Source: an optimization exercise on an open RTL-to-GDS flow (aim: small area, a short achievable clock period and few clock cycles per item). Production flows keep margins and buffers that such runs may drop.
In this exercise RTL edits were held to simulation tests only and were not proved equivalent to the original.
Power figures rest on the tool's default switching activity, not on a simulated workload.

== old ==
Design ica_conv_top, start of the top module:
module ica_conv_top (
    input  logic        clk,
    input  logic        nreset,
    input  logic        start,
    input  logic [15:0] sample_in,
    input  logic        sample_valid,
    output logic        sample_ready,
    output logic        done,
    output logic [17:0] diff_norm,
    output logic        converged
);
    localparam logic [2:0] P_IDLE = 3'd0;   
    localparam logic [2:0] P_S1   = 3'd1;   
    localparam logic [2:0] P_ROT  = 3'd2;   
    localparam logic [2:0] P_R15  = 3'd3;   
    localparam logic [2:0] P_MUL  = 3'd4;   
    logic [2:0]  phase, phase_n;
    logic [3:0]  sx, sx_n;         
    logic [3:0]  sy, sy_n;         
    logic [2:0]  mk, mk_n;         
    logic        minv, minv_n;     
    logic        mmode, mmode_n;   
    logic [1:0]  stp, stp_n;       
    logic        want_q, want_n;   
    logic        done_q, done_n;
    logic        pval, pval_n;     
    logic [15:0] p0, p1, p2, p3;   
    logic [19:0] x;                
    logic signed [21:0] y;
    logic        take;
    assign sample_ready = start && want_q;
    assign take         = sample_ready && sample_valid;
    logic [15:0] pref;
    logic signed [16:0] d;
    logic signed [21:0] d4;
    assign pref = pval ? p0 : 16'd0;
  ...
==> flow/config.mk <==
export PLATFORM = sky130hd
export DESIGN_NAME = ica_conv_top
export DESIGN_NICKNAME = ica_conv_top
export VERILOG_FILES = /design/flow/design.v
export SDC_FILE = /design/flow/constraint.sdc
export NUM_CORES = 4
export LEC_CHECK = 0
export CAP_MARGIN = 20
export CORE_MARGIN = 2
export CORE_UTILIZATION = 75
export PLACE_DENSITY = 0.85
export SETUP_SLACK_MARGIN = 5
export SLEW_MARGIN = 20
==> flow/constraint.sdc <==
create_clock -name core_clock -period 9.0 [get_ports {clk}]
set_input_delay 1.8000 -clock core_clock [delete_from_list [all_inputs] [get_ports {clk}]]
set_output_delay 1.8000 -clock core_clock [all_outputs]
set_load 0.01 [all_outputs]
run.sh (not shown) runs the stock make flow with config.mk's settings and CLKGATE_MAP_FILE= SYNTH_SCRIPT=/design/flow/synth_recipe.tcl, a recipe that flattens the netlist after the stock synthesis.
Status(old) = ERROR, stage = 5_1_grt
Testbench counts of old, summed over its fixed seeds: cycles 35,832, runs 512.
Modified inputs, new compared to old
# old
export LEC_CHECK = 0
export CAP_MARGIN = 20
export CORE_MARGIN = 2
export CORE_UTILIZATION = 75
export PLACE_DENSITY = 0.85
export SETUP_SLACK_MARGIN = 5
export SLEW_MARGIN = 20
create_clock -name core_clock -period 9.0 [get_ports {clk}]
# new
export LEC_CHECK = 0
export CAP_MARGIN = 20
export CORE_MARGIN = 2
export CORE_UTILIZATION = 60
export PLACE_DENSITY = 0.7
export SLEW_MARGIN = 20
create_clock -name core_clock -period 9.0 [get_ports {clk}]
Results
The number of instances in the placed design of new exceeds that of old by 48. Post-synth net total: new vs old identical. Relative to old, count of instances resized after the clock tree is built has gone down in new. Taking new as 1.0, old lands at 0.938 on weighted congestion reported at the end of routability-driven placement. new: done, clean on timing, DRC and antenna.

== lane 1 ==
ica_conv_top, a different RTL version from the one above (not shown whole).
Size in the first run: about 1400 cells after synthesis, ~130 flip-flops, ~41 I/O pins.
## ica_conv_top
module ica_conv_top (
    input  logic        clk,
    input  logic        nreset,
    input  logic        start,
    input  logic [15:0] sample_in,
    input  logic        sample_valid,
    output logic        sample_ready,
    output logic        done,
    output logic [17:0] diff_norm,
    output logic        converged
);
==> flow/config.mk <==
export PLATFORM = sky130hd
export DESIGN_NAME = ica_conv_top
export DESIGN_NICKNAME = ica_conv_top
export VERILOG_FILES = /design/flow/design.v
export SDC_FILE = /design/flow/constraint.sdc
export NUM_CORES = 4
export LEC_CHECK = 0
export ABC_AREA = 1
export CAP_MARGIN = 20
export CORE_MARGIN = 2
export CORE_UTILIZATION = 60
export CTS_BUF_LIST = sky130_fd_sc_hd__clkbuf_8 sky130_fd_sc_hd__clkbuf_4
export CTS_CLUSTER_DIAMETER = 150
export CTS_CLUSTER_SIZE = 40
export PLACE_DENSITY = 0.7
export SETUP_SLACK_MARGIN = 4.7
export SLEW_MARGIN = 20
==> flow/constraint.sdc <==
create_clock -name core_clock -period 9.0 [get_ports {clk}]
set_input_delay 1.8000 -clock core_clock [delete_from_list [all_inputs] [get_ports {clk}]]
set_output_delay 1.8000 -clock core_clock [all_outputs]
set_load 0.01 [all_outputs]
Lane 1 went all the way through synthesis, placement and routing and the layout is clean on timing, DRC and antenna.
Testbench counts of lane 1, summed over its fixed seeds: cycles 35,832, runs 512.
For lane 2, these inputs were changed with respect to lane 1:
# lane 1
export LEC_CHECK = 0
export ABC_AREA = 1
export CAP_MARGIN = 20
export CORE_MARGIN = 2
export CORE_UTILIZATION = 60
export CTS_BUF_LIST = sky130_fd_sc_hd__clkbuf_8 sky130_fd_sc_hd__clkbuf_4
export CTS_CLUSTER_DIAMETER = 150
export CTS_CLUSTER_SIZE = 40
export PLACE_DENSITY = 0.7
export SETUP_SLACK_MARGIN = 4.7
export SLEW_MARGIN = 20
create_clock -name core_clock -period 9.0 [get_ports {clk}]
# lane 2
export LEC_CHECK = 0
export CAP_MARGIN = 20
export CORE_MARGIN = 2
export CORE_UTILIZATION = 60
export CTS_BUF_LIST = sky130_fd_sc_hd__clkbuf_8 sky130_fd_sc_hd__clkbuf_4
export CTS_CLUSTER_DIAMETER = 150
export CTS_CLUSTER_SIZE = 40
export PLACE_DENSITY = 0.7
export SETUP_SLACK_MARGIN = 4.0
export SLEW_MARGIN = 20
create_clock -name core_clock -period 9.0 [get_ports {clk}]
==> comparison <==
Lane 1 → lane 2: mean instance size in the synthesized netlist higher, maximum root-to-sink buffer count closely matched the old numbers, clock power went down about 4%. The die footprint number comes out higher for lane 1 vs lane 2. Comparing lane 1 and lane 2, combinational power is lower on lane 2. Number of non-clock buffers was lower in the run labelled lane 1. Lane 2 has layout overhead on the synthesized area below what lane 1 had. The higher part of the power in combinational logic came out of lane 1. Lane 1 vs lane 2, main combinational cell family by area after synthesis: simple AND/OR/NAND/NOR gates vs compound AO/OA/AOI/OAI gates. Lane 2 has part of the power in registers above what lane 1 had. The area after synthesis reported for lane 2 is smaller than that of lane 1 by about 2.2%. Lane 2 vs lane 1, post-CTS repair timing setup buffer count went down by 2.
The following lists how lane 3 was set up differently from lane 2:
# lane 2
export LEC_CHECK = 0
export CAP_MARGIN = 20
export CORE_MARGIN = 2
export CORE_UTILIZATION = 60
export CTS_BUF_LIST = sky130_fd_sc_hd__clkbuf_8 sky130_fd_sc_hd__clkbuf_4
export CTS_CLUSTER_DIAMETER = 150
export CTS_CLUSTER_SIZE = 40
export PLACE_DENSITY = 0.7
export SETUP_SLACK_MARGIN = 4.0
export SLEW_MARGIN = 20
create_clock -name core_clock -period 9.0 [get_ports {clk}]
# lane 3
export LEC_CHECK = 0
export CAP_MARGIN = 20
export CORE_MARGIN = 2
export CORE_UTILIZATION = 60
export PLACE_DENSITY = 0.7
export SETUP_SLACK_MARGIN = 4.6
export SLEW_MARGIN = 20
create_clock -name core_clock -period 9.0 [get_ports {clk}]
Findings:
- The proportion of cell area occupied by multi-input gates reported for lane 3 is smaller than that of lane 2 by 1.5 points.
- | arrival time reported for the critical path endpoint | lane 3 vs lane 2 | 490 ps lower |
- Looking at path type of the worst setup path, the flop to output pin result is from lane 3; the input pin to output pin one comes from lane 2.
- Lane 2 → lane 3: final standard cell count with taps included and fillers excluded has increased; logic depth of the worst register-to-register path has decreased; net switching component of the power has increased; final area has increased; setup slack after layout has increased.
- Lane 3 reports its origin of the worst setup path as x[5]$_DFFE_PP_ while lane 2 reports start.
Modified inputs, lane 4 compared to lane 3
# lane 3
export LEC_CHECK = 0
export CAP_MARGIN = 20
export CORE_MARGIN = 2
export CORE_UTILIZATION = 60
export PLACE_DENSITY = 0.7
export SETUP_SLACK_MARGIN = 4.6
export SLEW_MARGIN = 20
create_clock -name core_clock -period 9.0 [get_ports {clk}]
# lane 4
export LEC_CHECK = 0
export ABC_AREA = 1
export CAP_MARGIN = 20
export CORE_MARGIN = 2
export CORE_UTILIZATION = 65
export CTS_BUF_LIST = sky130_fd_sc_hd__clkbuf_8 sky130_fd_sc_hd__clkbuf_4
export CTS_CLUSTER_DIAMETER = 150
export CTS_CLUSTER_SIZE = 40
export PLACE_DENSITY = 0.75
export SETUP_SLACK_MARGIN = 4.8
export SLEW_MARGIN = 20
create_clock -name core_clock -period 9.0 [get_ports {clk}]
[summary]
Lane 3 ended up with clock as its main power-consuming group; lane 4 ended up with combinational logic. Number of antenna diodes on lane 4 is up relative to lane 3. Between lane 3 and lane 4, power share of the sequential group decreased. Met3 track demand over resource in global routing (lane 4 over lane 3): increase, 3.1 points. Lane 4 vs lane 3: placer's final routability congestion estimate up by a few percent. Changes observed in lane 4 relative to lane 3: multi-input logic portion of the cell area went down 1.3 points, net switching fraction of the power climbed 12 points, post-layout total power up 24%.
For lane 5, these inputs were changed with respect to lane 4:
# lane 4
export LEC_CHECK = 0
export ABC_AREA = 1
export CAP_MARGIN = 20
export CORE_MARGIN = 2
export CORE_UTILIZATION = 65
export CTS_BUF_LIST = sky130_fd_sc_hd__clkbuf_8 sky130_fd_sc_hd__clkbuf_4
export CTS_CLUSTER_DIAMETER = 150
export CTS_CLUSTER_SIZE = 40
export PLACE_DENSITY = 0.75
export SETUP_SLACK_MARGIN = 4.8
export SLEW_MARGIN = 20
create_clock -name core_clock -period 9.0 [get_ports {clk}]
# lane 5
export LEC_CHECK = 0
export CAP_MARGIN = 20
export CORE_MARGIN = 2
export CORE_UTILIZATION = 60
export PLACE_DENSITY = 0.7
export SETUP_SLACK_MARGIN = 5
export SLEW_MARGIN = 20
create_clock -name core_clock -period 9.0 [get_ports {clk}]
On count of different cell masters after synthesis: between lane 4 and lane 5, it ends up higher for lane 5.
Final cycle utilization of the critical path for lane 5 is higher than for lane 4.
Core area delta for lane 5 relative to lane 4: 810 um^2 higher
Of lane 4 and lane 5, the run reporting the higher detailed route wirelength on metal3 was lane 5.
Diff lane 4 -> lane 5 | area of all placed cells without fillers | up by more than 10%
In lane 5, the cell area power density came out about 25% below the value in lane 4.
Lane 5 against lane 4: flip-flop and latch power went down 7.3%, via count went down 777, horizontal die dimension went up about 2.8%, global-route usage over all layers went down 3.3 points.

## port drivers added, routing unchanged
The results above use ideal ports. As a check the final layouts listed here were re-extracted and re-timed, cells and wires unchanged. Step 1 assumes that a clkbuf_16 drives the clock port and a buf_2 every other input. Step 2 moves the port delays by t, midway between the first and last clock arrival at a register: inputs arrive t later, outputs are due t later. That takes back most of the time a late clock gives input paths. Three values: ideal ports, drivers, drivers and shift; two values: the first two.
run	t, ns	setup slack, ns	hold WS [ns]	latest minus earliest clock arrival (ns)	slew at the worst register clock pin (ns)
new	0.478	3.684 / 3.684 / 3.684	0.420 / 0.420 / 0.420	0.017 / 0.017	0.08 / 0.08
lane 1	0.506	4.774 / 4.756 / 4.397	0.419 / 0.419 / 0.419	0.016 / 0.016	0.09 / 0.09
lane 2	0.503	4.222 / 4.200 / 3.881	0.421 / 0.421 / 0.421	0.017 / 0.018	0.09 / 0.09
lane 3	0.477	4.708 / 4.659 / 4.323	0.419 / 0.419 / 0.419	0.015 / 0.015	0.07 / 0.07
lane 4	0.500	4.836 / 4.794 / 4.401	0.415 / 0.415 / 0.415	0.013 / 0.014	0.09 / 0.09
lane 5	0.475	4.756 / 4.756 / 4.548	0.413 / 0.413 / 0.413	0.011 / 0.010	0.07 / 0.07
After both steps every run listed still meets setup and hold. The setup slack of lane 4, which loses most, moves by -0.042 ns with the drivers and by -0.435 ns with both steps.
